What follows belongs to an exercise in optimizing a design on an open flow for small area, a short achievable clock period and few clock cycles per item; a production flow would make more cautious choices. For this run, only the layout was checked, not whether the RTL still works. No activity file was given, so power comes from the tool's default toggle rates.

==> design/flow/design.v <==
package pel_pkg;
    localparam int PEL_WIDTH = 16;
    localparam int ACC_WIDTH = 32;
    typedef logic [PEL_WIDTH-1:0] pel_t;
    typedef logic [ACC_WIDTH-1:0] acc_t;
endpackage
package coef_pkg;
    localparam int COEF_WIDTH = 16;
    localparam int FRAC_BITS = 11;
    typedef logic [COEF_WIDTH-1:0] coef_t;
    localparam coef_t COEF_ONE = coef_t'(1 << FRAC_BITS);
endpackage
module scaler (
    input  logic          clk,
    input  logic          rst_n,
    input  logic          in_write,
    input  pel_pkg::pel_t in_din,
    output logic          in_full,
    input  logic [15:0]   coef,
    input  logic          out_read,
    output pel_pkg::pel_t out_dout,
    output logic          out_empty
);
    logic          v1, v2;
    pel_pkg::pel_t pel_d, pel_q;
    logic [7:0]    one_d, two_d, neg_d, one_q, two_q, neg_q;
    logic          b15_d, b15_q;
    logic [15:0]   s_d, c_d;
    logic [15:1]   t_d, g_d, t_q, g_q;
    logic          y0_d, y0_q, ci_d, ci_q;
    logic          lowc_d;
    logic          go2, adv, acc;
    mul_enc u_enc (
        .b   (coef),
        .one (one_d),
        .two (two_d),
        .neg (neg_d),
        .b15 (b15_d)
    );
    always_ff @(posedge clk)
    begin
        one_q <= one_d;
        two_q <= two_d;
        neg_q <= neg_d;
        b15_q <= b15_d;
    end
    assign go2     = ~v2 | out_read;
    assign adv     = v1 & go2;
    assign in_full = v1 & ~go2;
    assign acc     = in_write & ~in_full;
    lane_hold u_hold (
        .d   (in_din),
        .q   (pel_q),
        .v1  (v1),
        .v2  (v2),
        .rd  (out_read),
        .y   (pel_d)
    );
    mul_tree u_tree (
        .a    (pel_q),
        .one  (one_q),
        .two  (two_q),
        .neg  (neg_q),
        .b15  (b15_q),
        .s    (s_d),
        .c    (c_d),
        .lowc (lowc_d)
    );
    assign t_d  = s_d[15:1] | c_d[15:1];
    assign g_d  = s_d[15:1] & c_d[15:1];
    assign y0_d = s_d[0] ^ c_d[0] ^ lowc_d;
    assign ci_d = (s_d[0] & c_d[0]) | (lowc_d & (s_d[0] | c_d[0]));
    always_ff @(posedge clk)
    begin
        pel_q <= pel_d;
        if (go2)
        begin
            t_q  <= t_d;
            g_q  <= g_d;
            y0_q <= y0_d;
            ci_q <= ci_d;
        end
    end
    always_ff @(posedge clk or negedge rst_n)
    begin
        if (!rst_n)
        begin
            v1 <= 1'b0;
            v2 <= 1'b0;
        end
        else
        begin
            v1 <= acc | (v1 & ~adv);
            if (go2)
                v2 <= v1;
        end
    end
    mul_cpa u_cpa (
        .t  (t_q),
        .g  (g_q),
        .ci (ci_q),
        .y  (out_dout[15:1])
    );
    assign out_dout[0] = y0_q;
    assign out_empty   = ~v2;
endmodule
module lane_hold (
    input  logic [15:0] d,
    input  logic [15:0] q,
    input  logic        v1,
    input  logic        v2,
    input  logic        rd,
    output logic [15:0] y
);
    assign y = (v1 & v2 & ~rd) ? q : d;
endmodule
module mul_tree (
    input  logic [15:0] a,
    input  logic [7:0]  one,
    input  logic [7:0]  two,
    input  logic [7:0]  neg,
    input  logic        b15,
    output logic [15:0] s,
    output logic [15:0] c,
    output logic        lowc
);
    logic pp_0_0;
    logic pp_0_1;
    logic pp_0_2;
    logic pp_0_3;
    logic pp_0_4;
    logic pp_0_5;
    logic pp_0_6;
    logic pp_0_7;
    logic pp_0_8;
    logic pp_0_9;
    logic pp_0_10;
    logic pp_0_11;
    logic pp_0_12;
    logic pp_0_13;
    logic pp_0_14;
    logic pp_0_15;
    logic pp_0_16;
    logic ns_0;
    logic pp_1_0;
    logic pp_1_1;
    logic pp_1_2;
    logic pp_1_3;
    logic pp_1_4;
    logic pp_1_5;
    logic pp_1_6;
    logic pp_1_7;
    logic pp_1_8;
    logic pp_1_9;
    logic pp_1_10;
    logic pp_1_11;
    logic pp_1_12;
    logic pp_1_13;
    logic pp_1_14;
    logic pp_1_15;
    logic pp_1_16;
    logic ns_1;
    logic pp_2_0;
    logic pp_2_1;
    logic pp_2_2;
    logic pp_2_3;
    logic pp_2_4;
    logic pp_2_5;
    logic pp_2_6;
    logic pp_2_7;
    logic pp_2_8;
    logic pp_2_9;
    logic pp_2_10;
    logic pp_2_11;
    logic pp_2_12;
    logic pp_2_13;
    logic pp_2_14;
    logic pp_2_15;
    logic pp_2_16;
    logic ns_2;
    logic pp_3_0;
    logic pp_3_1;
    logic pp_3_2;
    logic pp_3_3;
    logic pp_3_4;
    logic pp_3_5;
    logic pp_3_6;
    logic pp_3_7;
    logic pp_3_8;
    logic pp_3_9;
    logic pp_3_10;
    logic pp_3_11;
    logic pp_3_12;
    logic pp_3_13;
    logic pp_3_14;
    logic pp_3_15;
    logic pp_3_16;
    logic ns_3;
    logic pp_4_0;
    logic pp_4_1;
    logic pp_4_2;
    logic pp_4_3;
    logic pp_4_4;
    logic pp_4_5;
    logic pp_4_6;
    logic pp_4_7;
    logic pp_4_8;
    logic pp_4_9;
    logic pp_4_10;
    logic pp_4_11;
    logic pp_4_12;
    logic pp_4_13;
    logic pp_4_14;
    logic pp_4_15;
    logic pp_4_16;
    logic ns_4;
    logic pp_5_0;
    logic pp_5_1;
    logic pp_5_2;
    logic pp_5_3;
    logic pp_5_4;
    logic pp_5_5;
    logic pp_5_6;
    logic pp_5_7;
    logic pp_5_8;
    logic pp_5_9;
    logic pp_5_10;
    logic pp_5_11;
    logic pp_5_12;
    logic pp_5_13;
    logic pp_5_14;
    logic pp_5_15;
    logic pp_5_16;
    logic pp_6_0;
    logic pp_6_1;
    logic pp_6_2;
    logic pp_6_3;
    logic pp_6_4;
    logic pp_6_5;
    logic pp_6_6;
    logic pp_6_7;
    logic pp_6_8;
    logic pp_6_9;
    logic pp_6_10;
    logic pp_6_11;
    logic pp_6_12;
    logic pp_6_13;
    logic pp_6_14;
    logic pp_7_0;
    logic pp_7_1;
    logic pp_7_2;
    logic pp_7_3;
    logic pp_7_4;
    logic pp_7_5;
    logic pp_7_6;
    logic pp_7_7;
    logic pp_7_8;
    logic pp_7_9;
    logic pp_7_10;
    logic pp_7_11;
    logic pp_7_12;
    logic pp_8_0;
    logic pp_8_1;
    logic pp_8_2;
    logic pp_8_3;
    logic pp_8_4;
    logic pp_8_5;
    logic pp_8_6;
    logic pp_8_7;
    logic pp_8_8;
    logic pp_8_9;
    logic pp_8_10;
    logic nc_17;
    logic nc_18;
    logic nc_20;
    logic nc_22;
    logic nc_24;
    logic nc_26;
    logic hs_0;
    logic hc_0;
    logic hs_1;
    logic hc_1;
    logic fs_0;
    logic fc_0;
    logic hs_2;
    logic hc_2;
    logic fs_1;
    logic fc_1;
    logic hs_3;
    logic hc_3;
    logic fs_2;
    logic fc_2;
    logic fs_3;
    logic fc_3;
    logic hs_4;
    logic hc_4;
    logic fs_4;
    logic fc_4;
    logic fs_5;
    logic fc_5;
    logic hs_5;
    logic hc_5;
    logic fs_6;
    logic fc_6;
    logic fs_7;
    logic fc_7;
    logic fs_8;
    logic fc_8;
    logic hs_6;
    logic hc_6;
    logic fs_9;
    logic fc_9;
    logic fs_10;
    logic fc_10;
    logic fs_11;
    logic fc_11;
    logic hs_7;
    logic hc_7;
    logic fs_12;
    logic fc_12;
    logic fs_13;
    logic fc_13;
    logic fs_14;
    logic fc_14;
    logic fs_15;
    logic fc_15;
    logic hs_8;
    logic hc_8;
    logic fs_16;
    logic fc_16;
    logic fs_17;
    logic fc_17;
    logic fs_18;
    logic fc_18;
    logic fs_19;
    logic fc_19;
    logic hs_9;
    logic hc_9;
    logic fs_20;
    logic fc_20;
    logic fs_21;
    logic fc_21;
    logic fs_22;
    logic fc_22;
    logic fs_23;
    logic fc_23;
    logic fs_24;
    logic fc_24;
    logic hs_10;
    logic hc_10;
    logic fs_25;
    logic fc_25;
    logic fs_26;
    logic fc_26;
    logic fs_27;
    logic fc_27;
    logic fs_28;
    logic fc_28;
    logic fs_29;
    logic fc_29;
    logic hs_11;
    logic hc_11;
    logic fs_30;
    logic fc_30;
    logic fs_31;
    logic fc_31;
    logic fs_32;
    logic fc_32;
    logic fs_33;
    logic fc_33;
    logic fs_34;
    logic fc_34;
    logic fs_35;
    logic fc_35;
    logic hs_12;
    logic hc_12;
    logic fs_36;
    logic fc_36;
    logic fs_37;
    logic fc_37;
    logic fs_38;
    logic fc_38;
    logic fs_39;
    logic fc_39;
    logic fs_40;
    logic fc_40;
    logic fs_41;
    logic fc_41;
    logic hs_13;
    logic hc_13;
    logic fs_42;
    logic fc_42;
    logic fs_43;
    logic fc_43;
    logic fs_44;
    logic fc_44;
    logic fs_45;
    logic fc_45;
    logic fs_46;
    logic fc_46;
    logic fs_47;
    logic fc_47;
    logic fs_48;
    logic fc_48;
    logic fs_49;
    logic fc_49;
    logic fs_50;
    logic fc_50;
    logic fs_51;
    logic fc_51;
    logic fs_52;
    logic fc_52;
    logic fs_53;
    logic fc_53;
    logic fs_54;
    logic fc_54;
    logic fs_55;
    logic fc_55;
    logic fs_56;
    logic fc_56;
    logic fs_57;
    logic fc_57;
    logic fs_58;
    logic fc_58;
    logic fs_59;
    logic fc_59;
    logic fs_60;
    logic fc_60;
    logic fs_61;
    logic fc_61;
    logic fs_62;
    logic fc_62;
    logic fs_63;
    logic fc_63;
    logic fs_64;
    logic fc_64;
    logic fs_65;
    logic fc_65;
    logic fs_66;
    logic fc_66;
    logic fs_67;
    logic fc_67;
    logic fs_68;
    logic fc_68;
    logic fs_69;
    logic fc_69;
    logic fs_70;
    logic fc_70;
    logic fs_71;
    logic fc_71;
    logic fs_72;
    logic fc_72;
    logic fs_73;
    logic fc_73;
    logic fs_74;
    logic fc_74;
    logic fs_75;
    logic fc_75;
    logic fs_76;
    logic fc_76;
    logic fs_77;
    logic fc_77;
    logic fs_78;
    logic fc_78;
    logic fs_79;
    logic fc_79;
    logic fs_80;
    logic fc_80;
    logic fs_81;
    logic fc_81;
    logic fs_82;
    logic fc_82;
    logic fs_83;
    logic fc_83;
    logic fs_84;
    logic fc_84;
    logic fs_85;
    logic fc_85;
    logic fs_86;
    logic fc_86;
    logic fs_87;
    logic fc_87;
    logic fs_88;
    logic fc_88;
    logic fs_89;
    logic fc_89;
    logic fs_90;
    logic fc_90;
    logic fs_91;
    logic fc_91;
    logic fs_92;
    logic fc_92;
    logic fs_93;
    logic fc_93;
    logic fs_94;
    logic fc_94;
    logic fs_95;
    logic fc_95;
    logic fs_96;
    logic fc_96;
    logic fs_97;
    logic fc_97;
    logic fs_98;
    logic fc_98;
    logic fs_99;
    logic fc_99;
    logic fs_100;
    logic fc_100;
    logic fs_101;
    logic fc_101;
    logic fs_102;
    logic fc_102;
    assign pp_0_0 = ((one[0] & a[0])) ^ neg[0];
    assign pp_0_1 = ((one[0] & a[1]) | (two[0] & a[0])) ^ neg[0];
    assign pp_0_2 = ((one[0] & a[2]) | (two[0] & a[1])) ^ neg[0];
    assign pp_0_3 = ((one[0] & a[3]) | (two[0] & a[2])) ^ neg[0];
    assign pp_0_4 = ((one[0] & a[4]) | (two[0] & a[3])) ^ neg[0];
    assign pp_0_5 = ((one[0] & a[5]) | (two[0] & a[4])) ^ neg[0];
    assign pp_0_6 = ((one[0] & a[6]) | (two[0] & a[5])) ^ neg[0];
    assign pp_0_7 = ((one[0] & a[7]) | (two[0] & a[6])) ^ neg[0];
    assign pp_0_8 = ((one[0] & a[8]) | (two[0] & a[7])) ^ neg[0];
    assign pp_0_9 = ((one[0] & a[9]) | (two[0] & a[8])) ^ neg[0];
    assign pp_0_10 = ((one[0] & a[10]) | (two[0] & a[9])) ^ neg[0];
    assign pp_0_11 = ((one[0] & a[11]) | (two[0] & a[10])) ^ neg[0];
    assign pp_0_12 = ((one[0] & a[12]) | (two[0] & a[11])) ^ neg[0];
    assign pp_0_13 = ((one[0] & a[13]) | (two[0] & a[12])) ^ neg[0];
    assign pp_0_14 = ((one[0] & a[14]) | (two[0] & a[13])) ^ neg[0];
    assign pp_0_15 = ((one[0] & a[15]) | (two[0] & a[14])) ^ neg[0];
    assign pp_0_16 = ((two[0] & a[15])) ^ neg[0];
    assign ns_0 = ~neg[0];
    assign pp_1_0 = ((one[1] & a[0])) ^ neg[1];
    assign pp_1_1 = ((one[1] & a[1]) | (two[1] & a[0])) ^ neg[1];
    assign pp_1_2 = ((one[1] & a[2]) | (two[1] & a[1])) ^ neg[1];
    assign pp_1_3 = ((one[1] & a[3]) | (two[1] & a[2])) ^ neg[1];
    assign pp_1_4 = ((one[1] & a[4]) | (two[1] & a[3])) ^ neg[1];
    assign pp_1_5 = ((one[1] & a[5]) | (two[1] & a[4])) ^ neg[1];
    assign pp_1_6 = ((one[1] & a[6]) | (two[1] & a[5])) ^ neg[1];
    assign pp_1_7 = ((one[1] & a[7]) | (two[1] & a[6])) ^ neg[1];
    assign pp_1_8 = ((one[1] & a[8]) | (two[1] & a[7])) ^ neg[1];
    assign pp_1_9 = ((one[1] & a[9]) | (two[1] & a[8])) ^ neg[1];
    assign pp_1_10 = ((one[1] & a[10]) | (two[1] & a[9])) ^ neg[1];
    assign pp_1_11 = ((one[1] & a[11]) | (two[1] & a[10])) ^ neg[1];
    assign pp_1_12 = ((one[1] & a[12]) | (two[1] & a[11])) ^ neg[1];
    assign pp_1_13 = ((one[1] & a[13]) | (two[1] & a[12])) ^ neg[1];
    assign pp_1_14 = ((one[1] & a[14]) | (two[1] & a[13])) ^ neg[1];
    assign pp_1_15 = ((one[1] & a[15]) | (two[1] & a[14])) ^ neg[1];
    assign pp_1_16 = ((two[1] & a[15])) ^ neg[1];
    assign ns_1 = ~neg[1];
    assign pp_2_0 = ((one[2] & a[0])) ^ neg[2];
    assign pp_2_1 = ((one[2] & a[1]) | (two[2] & a[0])) ^ neg[2];
    assign pp_2_2 = ((one[2] & a[2]) | (two[2] & a[1])) ^ neg[2];
    assign pp_2_3 = ((one[2] & a[3]) | (two[2] & a[2])) ^ neg[2];
    assign pp_2_4 = ((one[2] & a[4]) | (two[2] & a[3])) ^ neg[2];
    assign pp_2_5 = ((one[2] & a[5]) | (two[2] & a[4])) ^ neg[2];
    assign pp_2_6 = ((one[2] & a[6]) | (two[2] & a[5])) ^ neg[2];
    assign pp_2_7 = ((one[2] & a[7]) | (two[2] & a[6])) ^ neg[2];
    assign pp_2_8 = ((one[2] & a[8]) | (two[2] & a[7])) ^ neg[2];
    assign pp_2_9 = ((one[2] & a[9]) | (two[2] & a[8])) ^ neg[2];
    assign pp_2_10 = ((one[2] & a[10]) | (two[2] & a[9])) ^ neg[2];
    assign pp_2_11 = ((one[2] & a[11]) | (two[2] & a[10])) ^ neg[2];
    assign pp_2_12 = ((one[2] & a[12]) | (two[2] & a[11])) ^ neg[2];
    assign pp_2_13 = ((one[2] & a[13]) | (two[2] & a[12])) ^ neg[2];
    assign pp_2_14 = ((one[2] & a[14]) | (two[2] & a[13])) ^ neg[2];
    assign pp_2_15 = ((one[2] & a[15]) | (two[2] & a[14])) ^ neg[2];
    assign pp_2_16 = ((two[2] & a[15])) ^ neg[2];
    assign ns_2 = ~neg[2];
    assign pp_3_0 = ((one[3] & a[0])) ^ neg[3];
    assign pp_3_1 = ((one[3] & a[1]) | (two[3] & a[0])) ^ neg[3];
    assign pp_3_2 = ((one[3] & a[2]) | (two[3] & a[1])) ^ neg[3];
    assign pp_3_3 = ((one[3] & a[3]) | (two[3] & a[2])) ^ neg[3];
    assign pp_3_4 = ((one[3] & a[4]) | (two[3] & a[3])) ^ neg[3];
    assign pp_3_5 = ((one[3] & a[5]) | (two[3] & a[4])) ^ neg[3];
    assign pp_3_6 = ((one[3] & a[6]) | (two[3] & a[5])) ^ neg[3];
    assign pp_3_7 = ((one[3] & a[7]) | (two[3] & a[6])) ^ neg[3];
    assign pp_3_8 = ((one[3] & a[8]) | (two[3] & a[7])) ^ neg[3];
    assign pp_3_9 = ((one[3] & a[9]) | (two[3] & a[8])) ^ neg[3];
    assign pp_3_10 = ((one[3] & a[10]) | (two[3] & a[9])) ^ neg[3];
    assign pp_3_11 = ((one[3] & a[11]) | (two[3] & a[10])) ^ neg[3];
    assign pp_3_12 = ((one[3] & a[12]) | (two[3] & a[11])) ^ neg[3];
    assign pp_3_13 = ((one[3] & a[13]) | (two[3] & a[12])) ^ neg[3];
    assign pp_3_14 = ((one[3] & a[14]) | (two[3] & a[13])) ^ neg[3];
    assign pp_3_15 = ((one[3] & a[15]) | (two[3] & a[14])) ^ neg[3];
    assign pp_3_16 = ((two[3] & a[15])) ^ neg[3];
    assign ns_3 = ~neg[3];
    assign pp_4_0 = ((one[4] & a[0])) ^ neg[4];
    assign pp_4_1 = ((one[4] & a[1]) | (two[4] & a[0])) ^ neg[4];
    assign pp_4_2 = ((one[4] & a[2]) | (two[4] & a[1])) ^ neg[4];
    assign pp_4_3 = ((one[4] & a[3]) | (two[4] & a[2])) ^ neg[4];
    assign pp_4_4 = ((one[4] & a[4]) | (two[4] & a[3])) ^ neg[4];
    assign pp_4_5 = ((one[4] & a[5]) | (two[4] & a[4])) ^ neg[4];
    assign pp_4_6 = ((one[4] & a[6]) | (two[4] & a[5])) ^ neg[4];
    assign pp_4_7 = ((one[4] & a[7]) | (two[4] & a[6])) ^ neg[4];
    assign pp_4_8 = ((one[4] & a[8]) | (two[4] & a[7])) ^ neg[4];
    assign pp_4_9 = ((one[4] & a[9]) | (two[4] & a[8])) ^ neg[4];
    assign pp_4_10 = ((one[4] & a[10]) | (two[4] & a[9])) ^ neg[4];
    assign pp_4_11 = ((one[4] & a[11]) | (two[4] & a[10])) ^ neg[4];
    assign pp_4_12 = ((one[4] & a[12]) | (two[4] & a[11])) ^ neg[4];
    assign pp_4_13 = ((one[4] & a[13]) | (two[4] & a[12])) ^ neg[4];
    assign pp_4_14 = ((one[4] & a[14]) | (two[4] & a[13])) ^ neg[4];
    assign pp_4_15 = ((one[4] & a[15]) | (two[4] & a[14])) ^ neg[4];
    assign pp_4_16 = ((two[4] & a[15])) ^ neg[4];
    assign ns_4 = ~neg[4];
    assign pp_5_0 = ((one[5] & a[0])) ^ neg[5];
    assign pp_5_1 = ((one[5] & a[1]) | (two[5] & a[0])) ^ neg[5];
    assign pp_5_2 = ((one[5] & a[2]) | (two[5] & a[1])) ^ neg[5];
    assign pp_5_3 = ((one[5] & a[3]) | (two[5] & a[2])) ^ neg[5];
    assign pp_5_4 = ((one[5] & a[4]) | (two[5] & a[3])) ^ neg[5];
    assign pp_5_5 = ((one[5] & a[5]) | (two[5] & a[4])) ^ neg[5];
    assign pp_5_6 = ((one[5] & a[6]) | (two[5] & a[5])) ^ neg[5];
    assign pp_5_7 = ((one[5] & a[7]) | (two[5] & a[6])) ^ neg[5];
    assign pp_5_8 = ((one[5] & a[8]) | (two[5] & a[7])) ^ neg[5];
    assign pp_5_9 = ((one[5] & a[9]) | (two[5] & a[8])) ^ neg[5];
    assign pp_5_10 = ((one[5] & a[10]) | (two[5] & a[9])) ^ neg[5];
    assign pp_5_11 = ((one[5] & a[11]) | (two[5] & a[10])) ^ neg[5];
    assign pp_5_12 = ((one[5] & a[12]) | (two[5] & a[11])) ^ neg[5];
    assign pp_5_13 = ((one[5] & a[13]) | (two[5] & a[12])) ^ neg[5];
    assign pp_5_14 = ((one[5] & a[14]) | (two[5] & a[13])) ^ neg[5];
    assign pp_5_15 = ((one[5] & a[15]) | (two[5] & a[14])) ^ neg[5];
    assign pp_5_16 = ((two[5] & a[15])) ^ neg[5];
    assign pp_6_0 = ((one[6] & a[0])) ^ neg[6];
    assign pp_6_1 = ((one[6] & a[1]) | (two[6] & a[0])) ^ neg[6];
    assign pp_6_2 = ((one[6] & a[2]) | (two[6] & a[1])) ^ neg[6];
    assign pp_6_3 = ((one[6] & a[3]) | (two[6] & a[2])) ^ neg[6];
    assign pp_6_4 = ((one[6] & a[4]) | (two[6] & a[3])) ^ neg[6];
    assign pp_6_5 = ((one[6] & a[5]) | (two[6] & a[4])) ^ neg[6];
    assign pp_6_6 = ((one[6] & a[6]) | (two[6] & a[5])) ^ neg[6];
    assign pp_6_7 = ((one[6] & a[7]) | (two[6] & a[6])) ^ neg[6];
    assign pp_6_8 = ((one[6] & a[8]) | (two[6] & a[7])) ^ neg[6];
    assign pp_6_9 = ((one[6] & a[9]) | (two[6] & a[8])) ^ neg[6];
    assign pp_6_10 = ((one[6] & a[10]) | (two[6] & a[9])) ^ neg[6];
    assign pp_6_11 = ((one[6] & a[11]) | (two[6] & a[10])) ^ neg[6];
    assign pp_6_12 = ((one[6] & a[12]) | (two[6] & a[11])) ^ neg[6];
    assign pp_6_13 = ((one[6] & a[13]) | (two[6] & a[12])) ^ neg[6];
    assign pp_6_14 = ((one[6] & a[14]) | (two[6] & a[13])) ^ neg[6];
    assign pp_7_0 = ((one[7] & a[0])) ^ neg[7];
    assign pp_7_1 = ((one[7] & a[1]) | (two[7] & a[0])) ^ neg[7];
    assign pp_7_2 = ((one[7] & a[2]) | (two[7] & a[1])) ^ neg[7];
    assign pp_7_3 = ((one[7] & a[3]) | (two[7] & a[2])) ^ neg[7];
    assign pp_7_4 = ((one[7] & a[4]) | (two[7] & a[3])) ^ neg[7];
    assign pp_7_5 = ((one[7] & a[5]) | (two[7] & a[4])) ^ neg[7];
    assign pp_7_6 = ((one[7] & a[6]) | (two[7] & a[5])) ^ neg[7];
    assign pp_7_7 = ((one[7] & a[7]) | (two[7] & a[6])) ^ neg[7];
    assign pp_7_8 = ((one[7] & a[8]) | (two[7] & a[7])) ^ neg[7];
    assign pp_7_9 = ((one[7] & a[9]) | (two[7] & a[8])) ^ neg[7];
    assign pp_7_10 = ((one[7] & a[10]) | (two[7] & a[9])) ^ neg[7];
    assign pp_7_11 = ((one[7] & a[11]) | (two[7] & a[10])) ^ neg[7];
    assign pp_7_12 = ((one[7] & a[12]) | (two[7] & a[11])) ^ neg[7];
    assign pp_8_0 = b15 & a[0];
    assign pp_8_1 = b15 & a[1];
    assign pp_8_2 = b15 & a[2];
    assign pp_8_3 = b15 & a[3];
    assign pp_8_4 = b15 & a[4];
    assign pp_8_5 = b15 & a[5];
    assign pp_8_6 = b15 & a[6];
    assign pp_8_7 = b15 & a[7];
    assign pp_8_8 = b15 & a[8];
    assign pp_8_9 = b15 & a[9];
    assign pp_8_10 = b15 & a[10];
    assign nc_17 = ~ns_0;
    assign nc_18 = ~ns_0;
    assign nc_20 = ~pp_8_4;
    assign nc_22 = ~pp_8_6;
    assign nc_24 = ~pp_8_8;
    assign nc_26 = ~pp_8_10;
    mul_ha u_hs_0 (.a(neg[1]), .b(pp_0_2), .s(hs_0), .c(hc_0));
    mul_ha u_hs_1 (.a(pp_0_3), .b(pp_1_1), .s(hs_1), .c(hc_1));
    mul_fa u_fs_0 (.a(neg[2]), .b(pp_0_4), .ci(pp_1_2), .s(fs_0), .co(fc_0));
    mul_ha u_hs_2 (.a(pp_2_0), .b(hc_1), .s(hs_2), .c(hc_2));
    mul_fa u_fs_1 (.a(pp_0_5), .b(pp_1_3), .ci(pp_2_1), .s(fs_1), .co(fc_1));
    mul_ha u_hs_3 (.a(hc_2), .b(fc_0), .s(hs_3), .c(hc_3));
    mul_fa u_fs_2 (.a(neg[3]), .b(pp_0_6), .ci(pp_1_4), .s(fs_2), .co(fc_2));
    mul_fa u_fs_3 (.a(pp_2_2), .b(pp_3_0), .ci(fc_1), .s(fs_3), .co(fc_3));
    mul_ha u_hs_4 (.a(fs_2), .b(hc_3), .s(hs_4), .c(hc_4));
    mul_fa u_fs_4 (.a(pp_0_7), .b(pp_1_5), .ci(pp_2_3), .s(fs_4), .co(fc_4));
    mul_fa u_fs_5 (.a(pp_3_1), .b(fc_2), .ci(fs_4), .s(fs_5), .co(fc_5));
    mul_ha u_hs_5 (.a(fc_3), .b(hc_4), .s(hs_5), .c(hc_5));
    mul_fa u_fs_6 (.a(neg[4]), .b(pp_0_8), .ci(pp_1_6), .s(fs_6), .co(fc_6));
    mul_fa u_fs_7 (.a(pp_2_4), .b(pp_3_2), .ci(pp_4_0), .s(fs_7), .co(fc_7));
    mul_fa u_fs_8 (.a(fc_4), .b(fs_6), .ci(fs_7), .s(fs_8), .co(fc_8));
    mul_ha u_hs_6 (.a(fc_5), .b(hc_5), .s(hs_6), .c(hc_6));
    mul_fa u_fs_9 (.a(pp_0_9), .b(pp_1_7), .ci(pp_2_5), .s(fs_9), .co(fc_9));
    mul_fa u_fs_10 (.a(pp_3_3), .b(pp_4_1), .ci(fc_6), .s(fs_10), .co(fc_10));
    mul_fa u_fs_11 (.a(fc_7), .b(fs_9), .ci(fc_8), .s(fs_11), .co(fc_11));
    mul_ha u_hs_7 (.a(fs_10), .b(hc_6), .s(hs_7), .c(hc_7));
    mul_fa u_fs_12 (.a(neg[5]), .b(pp_0_10), .ci(pp_1_8), .s(fs_12), .co(fc_12));
    mul_fa u_fs_13 (.a(pp_2_6), .b(pp_3_4), .ci(pp_4_2), .s(fs_13), .co(fc_13));
    mul_fa u_fs_14 (.a(pp_5_0), .b(fc_9), .ci(fs_12), .s(fs_14), .co(fc_14));
    mul_fa u_fs_15 (.a(fs_13), .b(fc_10), .ci(fs_14), .s(fs_15), .co(fc_15));
    mul_ha u_hs_8 (.a(fc_11), .b(hc_7), .s(hs_8), .c(hc_8));
    mul_fa u_fs_16 (.a(pp_0_11), .b(pp_1_9), .ci(pp_2_7), .s(fs_16), .co(fc_16));
    mul_fa u_fs_17 (.a(pp_3_5), .b(pp_4_3), .ci(pp_5_1), .s(fs_17), .co(fc_17));
    mul_fa u_fs_18 (.a(fc_12), .b(fc_13), .ci(fs_16), .s(fs_18), .co(fc_18));
    mul_fa u_fs_19 (.a(fs_17), .b(fc_14), .ci(fs_18), .s(fs_19), .co(fc_19));
    mul_ha u_hs_9 (.a(fc_15), .b(fs_19), .s(hs_9), .c(hc_9));
    mul_fa u_fs_20 (.a(neg[6]), .b(pp_0_12), .ci(pp_1_10), .s(fs_20), .co(fc_20));
    mul_fa u_fs_21 (.a(pp_2_8), .b(pp_3_6), .ci(pp_4_4), .s(fs_21), .co(fc_21));
    mul_fa u_fs_22 (.a(pp_5_2), .b(pp_6_0), .ci(fc_16), .s(fs_22), .co(fc_22));
    mul_fa u_fs_23 (.a(fc_17), .b(fs_20), .ci(fs_21), .s(fs_23), .co(fc_23));
    mul_fa u_fs_24 (.a(fc_18), .b(fs_22), .ci(fs_23), .s(fs_24), .co(fc_24));
    mul_ha u_hs_10 (.a(fc_19), .b(fs_24), .s(hs_10), .c(hc_10));
    mul_fa u_fs_25 (.a(pp_0_13), .b(pp_1_11), .ci(pp_2_9), .s(fs_25), .co(fc_25));
    mul_fa u_fs_26 (.a(pp_3_7), .b(pp_4_5), .ci(pp_5_3), .s(fs_26), .co(fc_26));
    mul_fa u_fs_27 (.a(pp_6_1), .b(fc_20), .ci(fc_21), .s(fs_27), .co(fc_27));
    mul_fa u_fs_28 (.a(fs_25), .b(fs_26), .ci(fc_22), .s(fs_28), .co(fc_28));
    mul_fa u_fs_29 (.a(fc_23), .b(fs_27), .ci(fs_28), .s(fs_29), .co(fc_29));
    mul_ha u_hs_11 (.a(fc_24), .b(hc_10), .s(hs_11), .c(hc_11));
    mul_fa u_fs_30 (.a(neg[7]), .b(pp_0_14), .ci(pp_1_12), .s(fs_30), .co(fc_30));
    mul_fa u_fs_31 (.a(pp_2_10), .b(pp_3_8), .ci(pp_4_6), .s(fs_31), .co(fc_31));
    mul_fa u_fs_32 (.a(pp_5_4), .b(pp_6_2), .ci(pp_7_0), .s(fs_32), .co(fc_32));
    mul_fa u_fs_33 (.a(fc_25), .b(fc_26), .ci(fs_30), .s(fs_33), .co(fc_33));
    mul_fa u_fs_34 (.a(fs_31), .b(fs_32), .ci(fc_27), .s(fs_34), .co(fc_34));
    mul_fa u_fs_35 (.a(fs_33), .b(fc_28), .ci(fs_34), .s(fs_35), .co(fc_35));
    mul_ha u_hs_12 (.a(fc_29), .b(fs_35), .s(hs_12), .c(hc_12));
    mul_fa u_fs_36 (.a(pp_0_15), .b(pp_1_13), .ci(pp_2_11), .s(fs_36), .co(fc_36));
    mul_fa u_fs_37 (.a(pp_3_9), .b(pp_4_7), .ci(pp_5_5), .s(fs_37), .co(fc_37));
    mul_fa u_fs_38 (.a(pp_6_3), .b(pp_7_1), .ci(fc_30), .s(fs_38), .co(fc_38));
    mul_fa u_fs_39 (.a(fc_31), .b(fc_32), .ci(fs_36), .s(fs_39), .co(fc_39));
    mul_fa u_fs_40 (.a(fs_37), .b(fc_33), .ci(fs_38), .s(fs_40), .co(fc_40));
    mul_fa u_fs_41 (.a(fs_39), .b(fc_34), .ci(fs_40), .s(fs_41), .co(fc_41));
    mul_ha u_hs_13 (.a(fc_35), .b(fs_41), .s(hs_13), .c(hc_13));
    mul_fa u_fs_42 (.a(pp_8_0), .b(pp_0_16), .ci(pp_1_14), .s(fs_42), .co(fc_42));
    mul_fa u_fs_43 (.a(pp_2_12), .b(pp_3_10), .ci(pp_4_8), .s(fs_43), .co(fc_43));
    mul_fa u_fs_44 (.a(pp_5_6), .b(pp_6_4), .ci(pp_7_2), .s(fs_44), .co(fc_44));
    mul_fa u_fs_45 (.a(fc_36), .b(fc_37), .ci(fs_42), .s(fs_45), .co(fc_45));
    mul_fa u_fs_46 (.a(fs_43), .b(fs_44), .ci(fc_38), .s(fs_46), .co(fc_46));
    mul_fa u_fs_47 (.a(fc_39), .b(fs_45), .ci(fc_40), .s(fs_47), .co(fc_47));
    mul_fa u_fs_48 (.a(fs_46), .b(fc_41), .ci(fs_47), .s(fs_48), .co(fc_48));
    mul_fa u_fs_49 (.a(nc_17), .b(pp_8_1), .ci(pp_1_15), .s(fs_49), .co(fc_49));
    mul_fa u_fs_50 (.a(pp_2_13), .b(pp_3_11), .ci(pp_4_9), .s(fs_50), .co(fc_50));
    mul_fa u_fs_51 (.a(pp_5_7), .b(pp_6_5), .ci(pp_7_3), .s(fs_51), .co(fc_51));
    mul_fa u_fs_52 (.a(fc_42), .b(fc_43), .ci(fc_44), .s(fs_52), .co(fc_52));
    mul_fa u_fs_53 (.a(fs_49), .b(fs_50), .ci(fs_51), .s(fs_53), .co(fc_53));
    mul_fa u_fs_54 (.a(fc_45), .b(fs_52), .ci(fs_53), .s(fs_54), .co(fc_54));
    mul_fa u_fs_55 (.a(fc_46), .b(fs_54), .ci(fc_47), .s(fs_55), .co(fc_55));
    mul_fa u_fs_56 (.a(nc_18), .b(pp_8_2), .ci(pp_1_16), .s(fs_56), .co(fc_56));
    mul_fa u_fs_57 (.a(pp_2_14), .b(pp_3_12), .ci(pp_4_10), .s(fs_57), .co(fc_57));
    mul_fa u_fs_58 (.a(pp_5_8), .b(pp_6_6), .ci(pp_7_4), .s(fs_58), .co(fc_58));
    mul_fa u_fs_59 (.a(fc_49), .b(fc_50), .ci(fc_51), .s(fs_59), .co(fc_59));
    mul_fa u_fs_60 (.a(fs_56), .b(fs_57), .ci(fs_58), .s(fs_60), .co(fc_60));
    mul_fa u_fs_61 (.a(fc_52), .b(fc_53), .ci(fs_59), .s(fs_61), .co(fc_61));
    mul_fa u_fs_62 (.a(fs_60), .b(fc_54), .ci(fs_61), .s(fs_62), .co(fc_62));
    mul_fa u_fs_63 (.a(ns_1), .b(ns_0), .ci(pp_8_3), .s(fs_63), .co(fc_63));
    mul_fa u_fs_64 (.a(pp_2_15), .b(pp_3_13), .ci(pp_4_11), .s(fs_64), .co(fc_64));
    mul_fa u_fs_65 (.a(pp_5_9), .b(pp_6_7), .ci(pp_7_5), .s(fs_65), .co(fc_65));
    mul_fa u_fs_66 (.a(fs_63), .b(fc_56), .ci(fc_57), .s(fs_66), .co(fc_66));
    mul_fa u_fs_67 (.a(fc_58), .b(fs_64), .ci(fs_65), .s(fs_67), .co(fc_67));
    mul_fa u_fs_68 (.a(fc_59), .b(fc_60), .ci(fs_66), .s(fs_68), .co(fc_68));
    mul_fa u_fs_69 (.a(fs_67), .b(fc_61), .ci(fs_68), .s(fs_69), .co(fc_69));
    mul_fa u_fs_70 (.a(nc_20), .b(pp_2_16), .ci(pp_3_14), .s(fs_70), .co(fc_70));
    mul_fa u_fs_71 (.a(pp_4_12), .b(pp_5_10), .ci(pp_6_8), .s(fs_71), .co(fc_71));
    mul_fa u_fs_72 (.a(pp_7_6), .b(fc_63), .ci(fc_64), .s(fs_72), .co(fc_72));
    mul_fa u_fs_73 (.a(fc_65), .b(fs_70), .ci(fs_71), .s(fs_73), .co(fc_73));
    mul_fa u_fs_74 (.a(fc_66), .b(fc_67), .ci(fs_72), .s(fs_74), .co(fc_74));
    mul_fa u_fs_75 (.a(fs_73), .b(fc_68), .ci(fs_74), .s(fs_75), .co(fc_75));
    mul_fa u_fs_76 (.a(ns_2), .b(pp_8_5), .ci(pp_8_4), .s(fs_76), .co(fc_76));
    mul_fa u_fs_77 (.a(pp_3_15), .b(pp_4_13), .ci(pp_5_11), .s(fs_77), .co(fc_77));
    mul_fa u_fs_78 (.a(pp_6_9), .b(pp_7_7), .ci(fs_76), .s(fs_78), .co(fc_78));
    mul_fa u_fs_79 (.a(fc_70), .b(fc_71), .ci(fs_77), .s(fs_79), .co(fc_79));
    mul_fa u_fs_80 (.a(fs_78), .b(fc_72), .ci(fc_73), .s(fs_80), .co(fc_80));
    mul_fa u_fs_81 (.a(fs_79), .b(fc_74), .ci(fs_80), .s(fs_81), .co(fc_81));
    mul_fa u_fs_82 (.a(nc_22), .b(pp_3_16), .ci(pp_4_14), .s(fs_82), .co(fc_82));
    mul_fa u_fs_83 (.a(pp_5_12), .b(pp_6_10), .ci(pp_7_8), .s(fs_83), .co(fc_83));
    mul_fa u_fs_84 (.a(fc_76), .b(fc_77), .ci(fs_82), .s(fs_84), .co(fc_84));
    mul_fa u_fs_85 (.a(fs_83), .b(fc_78), .ci(fc_79), .s(fs_85), .co(fc_85));
    mul_fa u_fs_86 (.a(fs_84), .b(fc_80), .ci(fs_85), .s(fs_86), .co(fc_86));
    mul_fa u_fs_87 (.a(ns_3), .b(pp_8_7), .ci(pp_8_6), .s(fs_87), .co(fc_87));
    mul_fa u_fs_88 (.a(pp_4_15), .b(pp_5_13), .ci(pp_6_11), .s(fs_88), .co(fc_88));
    mul_fa u_fs_89 (.a(pp_7_9), .b(fs_87), .ci(fc_82), .s(fs_89), .co(fc_89));
    mul_fa u_fs_90 (.a(fc_83), .b(fs_88), .ci(fc_84), .s(fs_90), .co(fc_90));
    mul_fa u_fs_91 (.a(fs_89), .b(fc_85), .ci(fs_90), .s(fs_91), .co(fc_91));
    mul_fa u_fs_92 (.a(nc_24), .b(pp_4_16), .ci(pp_5_14), .s(fs_92), .co(fc_92));
    mul_fa u_fs_93 (.a(pp_6_12), .b(pp_7_10), .ci(fc_87), .s(fs_93), .co(fc_93));
    mul_fa u_fs_94 (.a(fc_88), .b(fs_92), .ci(fs_93), .s(fs_94), .co(fc_94));
    mul_fa u_fs_95 (.a(fc_89), .b(fs_94), .ci(fc_90), .s(fs_95), .co(fc_95));
    mul_fa u_fs_96 (.a(ns_4), .b(pp_8_9), .ci(pp_8_8), .s(fs_96), .co(fc_96));
    mul_fa u_fs_97 (.a(pp_5_15), .b(pp_6_13), .ci(pp_7_11), .s(fs_97), .co(fc_97));
    mul_fa u_fs_98 (.a(fs_96), .b(fc_92), .ci(fs_97), .s(fs_98), .co(fc_98));
    mul_fa u_fs_99 (.a(fc_93), .b(fs_98), .ci(fc_94), .s(fs_99), .co(fc_99));
    mul_fa u_fs_100 (.a(nc_26), .b(pp_5_16), .ci(pp_6_14), .s(fs_100), .co(fc_100));
    mul_fa u_fs_101 (.a(pp_7_12), .b(fc_96), .ci(fc_97), .s(fs_101), .co(fc_101));
    mul_fa u_fs_102 (.a(fs_100), .b(fc_98), .ci(fs_101), .s(fs_102), .co(fc_102));
    logic lg_0, lt_0;
    assign lg_0 = neg[0] & pp_0_0;
    assign lt_0 = neg[0] | pp_0_0;
    logic lg_2, lt_2;
    assign lg_2 = pp_1_0 & hs_0;
    assign lt_2 = pp_1_0 | hs_0;
    logic lg_3, lt_3;
    assign lg_3 = hc_0 & hs_1;
    assign lt_3 = hc_0 | hs_1;
    logic lg_4, lt_4;
    assign lg_4 = fs_0 & hs_2;
    assign lt_4 = fs_0 | hs_2;
    logic lg_5, lt_5;
    assign lg_5 = fs_1 & hs_3;
    assign lt_5 = fs_1 | hs_3;
    logic lg_6, lt_6;
    assign lg_6 = fs_3 & hs_4;
    assign lt_6 = fs_3 | hs_4;
    logic lg_7, lt_7;
    assign lg_7 = fs_5 & hs_5;
    assign lt_7 = fs_5 | hs_5;
    logic lg_8, lt_8;
    assign lg_8 = fs_8 & hs_6;
    assign lt_8 = fs_8 | hs_6;
    logic lg_9, lt_9;
    assign lg_9 = fs_11 & hs_7;
    assign lt_9 = fs_11 | hs_7;
    logic lg_10, lt_10;
    assign lg_10 = fs_15 & hs_8;
    assign lt_10 = fs_15 | hs_8;
    logic lcg0, lct0;
    assign lcg0 = 1'b0 | (pp_0_1 & lg_0);
    assign lct0 = pp_0_1 & lt_0;
    logic lcg1, lct1;
    assign lcg1 = lg_4 | (lt_4 & lg_3);
    assign lct1 = lt_4 & lt_3;
    logic lcg2, lct2;
    assign lcg2 = lcg1 | (lct1 & lg_2);
    assign lct2 = lct1 & lt_2;
    logic lcg3, lct3;
    assign lcg3 = lcg2 | (lct2 & lcg0);
    assign lct3 = lct2 & lct0;
    logic lcg4, lct4;
    assign lcg4 = lg_7 | (lt_7 & lg_6);
    assign lct4 = lt_7 & lt_6;
    logic lcg5, lct5;
    assign lcg5 = lcg4 | (lct4 & lg_5);
    assign lct5 = lct4 & lt_5;
    logic lcg6, lct6;
    assign lcg6 = lg_10 | (lt_10 & lg_9);
    assign lct6 = lt_10 & lt_9;
    logic lcg7, lct7;
    assign lcg7 = lcg6 | (lct6 & lg_8);
    assign lct7 = lct6 & lt_8;
    logic lcg8, lct8;
    assign lcg8 = lcg7 | (lct7 & lcg5);
    assign lct8 = lct7 & lct5;
    logic lcg9, lct9;
    assign lcg9 = lcg8 | (lct8 & lcg3);
    assign lct9 = lct8 & lct3;
    logic lc_g;
    assign lc_g = lcg9;
    assign lowc = lc_g;
    assign s[0] = hc_8;
    assign c[0] = hs_9;
    assign s[1] = hc_9;
    assign c[1] = hs_10;
    assign s[2] = fs_29;
    assign c[2] = hs_11;
    assign s[3] = hc_11;
    assign c[3] = hs_12;
    assign s[4] = hc_12;
    assign c[4] = hs_13;
    assign s[5] = hc_13;
    assign c[5] = fs_48;
    assign s[6] = fc_48;
    assign c[6] = fs_55;
    assign s[7] = fs_62;
    assign c[7] = fc_55;
    assign s[8] = fc_62;
    assign c[8] = fs_69;
    assign s[9] = fc_69;
    assign c[9] = fs_75;
    assign s[10] = fc_75;
    assign c[10] = fs_81;
    assign s[11] = fc_81;
    assign c[11] = fs_86;
    assign s[12] = fc_86;
    assign c[12] = fs_91;
    assign s[13] = fc_91;
    assign c[13] = fs_95;
    assign s[14] = fs_99;
    assign c[14] = fc_95;
    assign s[15] = fs_102;
    assign c[15] = fc_99;
endmodule
module mul_fa (
    input  logic a,
    input  logic b,
    input  logic ci,
    output logic s,
    output logic co
);
    assign s  = a ^ b ^ ci;
    assign co = (a & b) | (ci & (a ^ b));
endmodule
module mul_ha (
    input  logic a,
    input  logic b,
    output logic s,
    output logic c
);
    assign s = a ^ b;
    assign c = a & b;
endmodule
module mul_enc (
    input  logic [15:0] b,
    output logic [7:0]  one,
    output logic [7:0]  two,
    output logic [7:0]  neg,
    output logic        b15
);
    logic [16:0] bx;
    assign bx = {b, 1'b0};
    always_comb
    begin
        for (int j = 0; j < 8; j++)
        begin
            one[j] = bx[2*j+1] ^ bx[2*j];
            two[j] = (bx[2*j+2] & ~bx[2*j+1] & ~bx[2*j]) | (~bx[2*j+2] & bx[2*j+1] & bx[2*j]);
            neg[j] = bx[2*j+2];
        end
    end
    assign b15 = b[15];
endmodule
module mul_cpa (
    input  logic [14:0] t,
    input  logic [14:0] g,
    input  logic        ci,
    output logic [14:0] y
);
    logic g0_1;
    assign g0_1 = g[0] | (t[0] & ci);
    logic g0_3;
    assign g0_3 = g[2] | (t[2] & g[1]);
    logic t0_3;
    assign t0_3 = t[2] & t[1];
    logic g0_5;
    assign g0_5 = g[4] | (t[4] & g[3]);
    logic t0_5;
    assign t0_5 = t[4] & t[3];
    logic g0_7;
    assign g0_7 = g[6] | (t[6] & g[5]);
    logic t0_7;
    assign t0_7 = t[6] & t[5];
    logic g0_9;
    assign g0_9 = g[8] | (t[8] & g[7]);
    logic t0_9;
    assign t0_9 = t[8] & t[7];
    logic g0_11;
    assign g0_11 = g[10] | (t[10] & g[9]);
    logic t0_11;
    assign t0_11 = t[10] & t[9];
    logic g0_13;
    assign g0_13 = g[12] | (t[12] & g[11]);
    logic t0_13;
    assign t0_13 = t[12] & t[11];
    logic g0_15;
    assign g0_15 = g[14] | (t[14] & g[13]);
    logic t0_15;
    assign t0_15 = t[14] & t[13];
    logic g1_2;
    assign g1_2 = g[1] | (t[1] & g0_1);
    logic g1_3;
    assign g1_3 = g0_3 | (t0_3 & g0_1);
    logic g1_6;
    assign g1_6 = g[5] | (t[5] & g0_5);
    logic t1_6;
    assign t1_6 = t[5] & t0_5;
    logic g1_7;
    assign g1_7 = g0_7 | (t0_7 & g0_5);
    logic t1_7;
    assign t1_7 = t0_7 & t0_5;
    logic g1_10;
    assign g1_10 = g[9] | (t[9] & g0_9);
    logic t1_10;
    assign t1_10 = t[9] & t0_9;
    logic g1_11;
    assign g1_11 = g0_11 | (t0_11 & g0_9);
    logic t1_11;
    assign t1_11 = t0_11 & t0_9;
    logic g1_14;
    assign g1_14 = g[13] | (t[13] & g0_13);
    logic t1_14;
    assign t1_14 = t[13] & t0_13;
    logic g1_15;
    assign g1_15 = g0_15 | (t0_15 & g0_13);
    logic t1_15;
    assign t1_15 = t0_15 & t0_13;
    logic g2_4;
    assign g2_4 = g[3] | (t[3] & g1_3);
    logic g2_5;
    assign g2_5 = g0_5 | (t0_5 & g1_3);
    logic g2_6;
    assign g2_6 = g1_6 | (t1_6 & g1_3);
    logic g2_7;
    assign g2_7 = g1_7 | (t1_7 & g1_3);
    logic g2_12;
    assign g2_12 = g[11] | (t[11] & g1_11);
    logic t2_12;
    assign t2_12 = t[11] & t1_11;
    logic g2_13;
    assign g2_13 = g0_13 | (t0_13 & g1_11);
    logic t2_13;
    assign t2_13 = t0_13 & t1_11;
    logic g2_14;
    assign g2_14 = g1_14 | (t1_14 & g1_11);
    logic t2_14;
    assign t2_14 = t1_14 & t1_11;
    logic g2_15;
    assign g2_15 = g1_15 | (t1_15 & g1_11);
    logic t2_15;
    assign t2_15 = t1_15 & t1_11;
    logic g3_8;
    assign g3_8 = g[7] | (t[7] & g2_7);
    logic g3_9;
    assign g3_9 = g0_9 | (t0_9 & g2_7);
    logic g3_10;
    assign g3_10 = g1_10 | (t1_10 & g2_7);
    logic g3_11;
    assign g3_11 = g1_11 | (t1_11 & g2_7);
    logic g3_12;
    assign g3_12 = g2_12 | (t2_12 & g2_7);
    logic g3_13;
    assign g3_13 = g2_13 | (t2_13 & g2_7);
    logic g3_14;
    assign g3_14 = g2_14 | (t2_14 & g2_7);
    logic g3_15;
    assign g3_15 = g2_15 | (t2_15 & g2_7);
    assign y[0] = (t[0] & ~g[0]) ^ ci;
    assign y[1] = (t[1] & ~g[1]) ^ g0_1;
    assign y[2] = (t[2] & ~g[2]) ^ g1_2;
    assign y[3] = (t[3] & ~g[3]) ^ g1_3;
    assign y[4] = (t[4] & ~g[4]) ^ g2_4;
    assign y[5] = (t[5] & ~g[5]) ^ g2_5;
    assign y[6] = (t[6] & ~g[6]) ^ g2_6;
    assign y[7] = (t[7] & ~g[7]) ^ g2_7;
    assign y[8] = (t[8] & ~g[8]) ^ g3_8;
    assign y[9] = (t[9] & ~g[9]) ^ g3_9;
    assign y[10] = (t[10] & ~g[10]) ^ g3_10;
    assign y[11] = (t[11] & ~g[11]) ^ g3_11;
    assign y[12] = (t[12] & ~g[12]) ^ g3_12;
    assign y[13] = (t[13] & ~g[13]) ^ g3_13;
    assign y[14] = (t[14] & ~g[14]) ^ g3_14;
endmodule
module pel_scaler_top #(
    parameter int FLUX  = 2,
    parameter int DEPTH = 4
) (
    input  logic                              clk,
    input  logic                              rst_n,
    input  logic            [FLUX-1:0]        in_write,
    input  pel_pkg::pel_t   [FLUX-1:0]        in_din,
    output logic            [FLUX-1:0]        in_full,
    input  coef_pkg::coef_t [FLUX-1:0]        coef,
    input  logic            [FLUX-1:0]        out_read,
    output pel_pkg::pel_t   [FLUX-1:0]        out_dout,
    output logic            [FLUX-1:0]        out_empty
);
    genvar f;
    generate
        for (f = 0; f < FLUX; f++)
        begin : g_lane
            scaler u_lane (
                .clk       (clk),
                .rst_n     (rst_n),
                .in_write  (in_write[f]),
                .in_din    (in_din[f]),
                .in_full   (in_full[f]),
                .coef      (coef[f]),
                .out_read  (out_read[f]),
                .out_dout  (out_dout[f]),
                .out_empty (out_empty[f])
            );
        end
    endgenerate
endmodule
==> design/flow/flow/run.sh <==
#!/bin/bash
# standard layout, logged
bash standard.sh > standard.log 2>&1
==> design/flow/standard.sh <==
#!/bin/bash
# synth_recipe.tcl (not shown) runs the flow's synth.tcl, then flattens the netlist and writes it again
# the make line also repeats each setting of config.mk as NAME=value (left out here)
make -C /OpenROAD-flow-scripts/flow DESIGN_CONFIG=/design/flow/config.mk WORK_HOME=/design/flow/orfs CLKGATE_MAP_FILE= SYNTH_SCRIPT=/design/flow/synth_recipe.tcl "${@:-finish}"
==> design/flow/config.mk <==
export PLATFORM = sky130hd
export DESIGN_NAME = pel_scaler_top
export DESIGN_NICKNAME = pel_scaler_top
export VERILOG_FILES = /design/flow/design.v
export SDC_FILE = /design/flow/constraint.sdc
export NUM_CORES = 4
export LEC_CHECK = 0
export CAP_MARGIN = 20
export CORE_MARGIN = 2
export CORE_UTILIZATION = 40
export SETUP_SLACK_MARGIN = 4
export SLEW_MARGIN = 20
export SYNTH_HIERARCHICAL = 1
==> design/flow/constraint.sdc <==
create_clock -name core_clock -period 8.0 [get_ports {clk}]
set_input_delay 1.6000 -clock core_clock [delete_from_list [all_inputs] [get_ports {clk}]]
set_output_delay 1.6000 -clock core_clock [all_outputs]
set_load 0.01 [all_outputs]
==> summary.md <==
| Metric | Value |
|---|---|
| Pre-CTS setup slack | `3.573 ns` |
| First-pass GRT wire length | `63140 um` |
| IO Count | `106` |
| Syn Inst Count | `1532` |
| Count of final hold-check violations | `0` |
| Setup total negative slack | `0 ns` |
| Final period util | `0.4879` |
| Fin Clk Skew | `0.01086 ns` |
| Avg Inst Size Synth | `10.79 um^2` |
| Final setup vio count | `0` |
| Area grow syn2layout | `8.126%` |
| H-Tree Depth | `4` |
| Async SR Flop Fraction | `0.02667` |
| Depth of the most critical reg-to-reg path | `8` |
| Vias per cell | `5.520` |
| Tightest Pin Transition | `1.107 ns` |
| Max cap viols | `0` |
| YS warnings | `8` |
| Clk root buf | `clkbuf_16` |
| Sink Count | `150` |
| Antenna violations before repair | `1` |
| Latest clock arrival within the worst-skew pair | `0.44 ns` |
| Longest Clk Path Bufs | `2` |
| Yosys reg bits | `150` |
| R2r endpoint | `g_lane[0].u_lane.t_q[5]` |
| Syn Nets | `1838` |
| Fin crit period | `3.903 ns` |
| Rel. slew slack | `0.2609` |
| Vias in the first global route | `11670` |
| Multi-input gate area | `11400 um^2` |
| Top_reg_cell synth | `dfxtp_1` |
| Largest net degree at the start of global routing | `34` |
| Total CTS buffers | `17` |
| Die Span X | `207.3 um` |
| Max Slew Vio Count | `0` |
| Layout cell share with drive strength beyond 1 | `0.1271` |
| Yosys cell types | `52` |
| EDFF count, synth | `64` |
| Area contributors post-synth | `fa_1 25%, xnor2_1 15%, edfxtp_1 12%, a22oi_1 10%, dfxtp_1 9.9%` |
| DRT Pass-1 Iters | `6` |
| Pleak | `6.416 nW` |
| Overall die height | `207.3 um` |
| Post-DP HPWL | `28070 um` |
| Avg WL per Cell | `19.71 um` |
| Routability cong. | `0.8599` |
| Port bufs | `105` |
| Initial Util | `0.4050` |
| Initial DRC count | `910` |
| Crit path launch type | `flip-flop` |
| # DRC | `0` |
| Final WL | `39660 um` |
| Final worst setup slack | `4.097 ns` |
| Share of the synthesized area in the top cell type | `0.2518` |
| Crit path capture | `out_dout[9]` |
| CTS tree | `done` |
| Post-synth top area cell | `fa_1` |
| RSZ-0062 raised after global routing | `true` |
| GR Overflow Total | `0` |
| Total GRT Usage | `0.1859` |
| FF/Latch Area | `3787 um^2` |
| Crit Path Class | `flip-flop to primary output` |
| NumNets Final | `1772` |
| Seq/Total Area, Yosys | `0.2215` |
| Routed Antenna Nets | `0` |
| DIE AREA | `42980 um^2` |
| R2R setup slack | `4.13 ns` |
| Highest ir drop seen on vdd | `0.1898 mV` |
| Critical Path AT | `2.30 ns` |
| Largest fanout on the critical path | `5` |
| Fillers | `3856` |
| Mapped Area | `16540 um^2` |
| Post-cts hold buffer count | `0` |
| FP Rows | `74` |
| PwrDens | `391.8 nW/um^2` |
| Status | `no timing/DRC/antenna violations` |
| CP required | `6.40 ns` |
| Crit end category | `primary output` |
| Routed vias | `11110` |
| Reg2reg start | `g_lane[0].u_lane.two_q[5]` |
| Worst Setup SP | `g_lane[0].u_lane.t_q[3]` |
| Clock slew at reported path FFs | `0.07 ns` |
| F_max | `0.2562 GHz` |
| Core Area | `40830 um^2` |
| Hold crit path type | `flip-flop to flip-flop` |
## per-module statistics from Yosys, one instance, submodules excluded, a selection
module     flip-flops and latches  cells  times used  area (um^2)
mul_tree                        0    406           2         2908
scaler                         75    112           2         2078
mul_cpa                         0     74           2        524.3
mul_enc                         0     39           2        271.5
lane_hold                       0     18           2        249.0
mul_fa                          0      1         206        20.02
mul_ha                          0      1          28        12.51
## state kept, by name, summed over array words and instances (netlist names)
name	cells
g_lane.u_lane.y0_q	2
g_lane.u_lane.two_q	16
g_lane.u_lane.v2	2
g_lane.u_lane.v1	2
g_lane.u_lane.t_q	30
g_lane.u_lane.b15_q	2
g_lane.u_lane.g_q	30
g_lane.u_lane.ci_q	2
g_lane.u_lane.one_q	16
g_lane.u_lane.pel_q	32
g_lane.u_lane.neg_q	16
## layout by cell type, fill, tap and decap left out, types with 11 or more instances in the layout
cell and count:
xnor2_1 282, mux2_4 20, clkbuf_16 18, edfxtp_1 64, o21ai_0 12, inv_1 24
xor2_1 14, ha_1 28, dfxtp_4 26, nand2_1 48, dfxtp_1 35, nand2b_1 30
nor2_1 18, dfxtp_2 21, or2_1 32, nand3b_1 12, and2_1 44, a21oi_1 25
clkdlybuf4s50_1 87, o21ai_1 13, mux2_2 12, fa_1 208, nor2b_1 19, a22oi_1 230
buf_4 36, dlygate4sd2_1 11
## routing by layer
metal  global-route usage  vias to the layer above  wire length [um]  part of all wire
met5                    0                        -                 0                 0
met4              0.07857                        0               971             0.024
met3              0.03419                       71              2217             0.056
met2               0.3238                      414             20300              0.51
met1               0.2254                     5609             16170              0.41
li1                     -                     5012                 -                 -
## where the power goes
| group | internal (W) | switching, W |
|---|---|---|
| clock | 0.000470 | 0.000374 |
| combinational | 0.00238 | 0.00219 |
| sequential | 0.00129 | 0.000305 |
## critical path, stage by stage, from the launching register on
cell	delay, ns
edfxtp_1	0.42
a21oi_2	0.21
o21ai_4	0.12
a32oi_4	0.26
nor2b_4	0.20
xnor2_1	0.11
clkdlybuf4s50_1	0.55
## what timing repair did
action,in CTS,in global routing
pin swaps,9,12
buffers inserted,6,13
endpoints found under the setup margin,30,20
resized for setup,64,54
## cell type report
cell class / count / share of cell area
Multi-Input combinational cell: 1128 / 0.6376
Antenna cell: 1 / 0.0001400
Clock buffer: 19 / 0.02596
Sequential cell: 150 / 0.2118
Inverter: 24 / 0.005039
Tap cell: 532 / 0.03723
Timing Repair Buffer: 145 / 0.07411
Clock inverter: 13 / 0.008118
## per-stage QoR
stage | utilization | cell area, um^2 | power, W | cells | hold WS, ns
after floorplan | - | 16540 | 0.005833 | 1532 | 0.4521
after global placement | 0.4164 | 17000 | 0.006071 | 1960 | 0.5255
after detailed placement | 0.4164 | 17000 | 0.006206 | 1960 | 0.5335
after CTS | 0.4330 | 17680 | 0.007027 | 1998 | 0.5548
after global routing | 0.4379 | 17880 | 0.007760 | 2012 | 0.5827
final | 0.4379 | 17880 | 0.007005 | 2012 | 0.5460
## cell families after synthesis
kind of cell / synth area share
AO/OA/AOI/OAI: 0.1518
XOR/XNOR: 0.1568
buffers and inverters: 0.09050
adder cells (fa/ha/maj): 0.2730
AND/OR/NAND/NOR: 0.08005
flip-flops: 0.2215
multiplexers: 0.02633
## cells in the mapped netlist (all sizes together) (4+ instances only)
cell	count
and3b	4
o21ai	28
fa	208
clkbuf	10
nor3	4
dfrtp	4
xor2	14
and2	46
nand3b	14
nand2b	30
o31ai	6
inv	24
a31oi	6
xnor2	282
a21oi	34
mux2	32
o211ai	4
edfxtp	64
o22ai	6
nand2	48
or2	32
dfxtp	82
buf	220
nor2	18
nor2b	20
ha	28
a21o	6
a22oi	230
nand3	6
## worst min-delay path by stage
stage	start	endpoint	slack [ns]	cells past startpoint
3_3_place_gp	g_lane[0].u_lane.v1	g_lane[0].u_lane.v2	0.53	1
3_5_place_dp	g_lane[0].u_lane.v1	g_lane[0].u_lane.v2	0.53	1
4_1_cts	g_lane[0].u_lane.v1	g_lane[0].u_lane.v2	0.55	1
2_1_floorplan	g_lane[0].u_lane.pel_q[0]	g_lane[0].u_lane.pel_q[0]	0.45	1
5_1_grt	g_lane[0].u_lane.v1	g_lane[0].u_lane.v2	0.58	1
6_report	g_lane[0].u_lane.v1	g_lane[0].u_lane.v2	0.55	1

[re-timing with driven ports]
Ports are ideal in the flow. The routed layout listed here was re-timed in OpenROAD. Step 1 assumes that a clkbuf_16 drives the clock port and a buf_2 every other input. Step 2 also shifts input and output timing later by t, the mid clock arrival at the registers, as if the neighbouring blocks saw the same clock. a / b / c = ideal ports / drivers / drivers and shift; a / b = the first two.
shift t [ns]: 0.492
setup WS [ns]: 4.097 / 4.042 / 4.127
clock arrival spread, ns: 0.013 / 0.013
slew at the worst register clock pin (ns): 0.07 / 0.07
worst data-port slew with drivers (ns): 0.08
After both steps setup and hold are still met in this run. For this run, drivers alone change the setup slack by -0.055 ns; drivers and shift together by +0.030 ns.
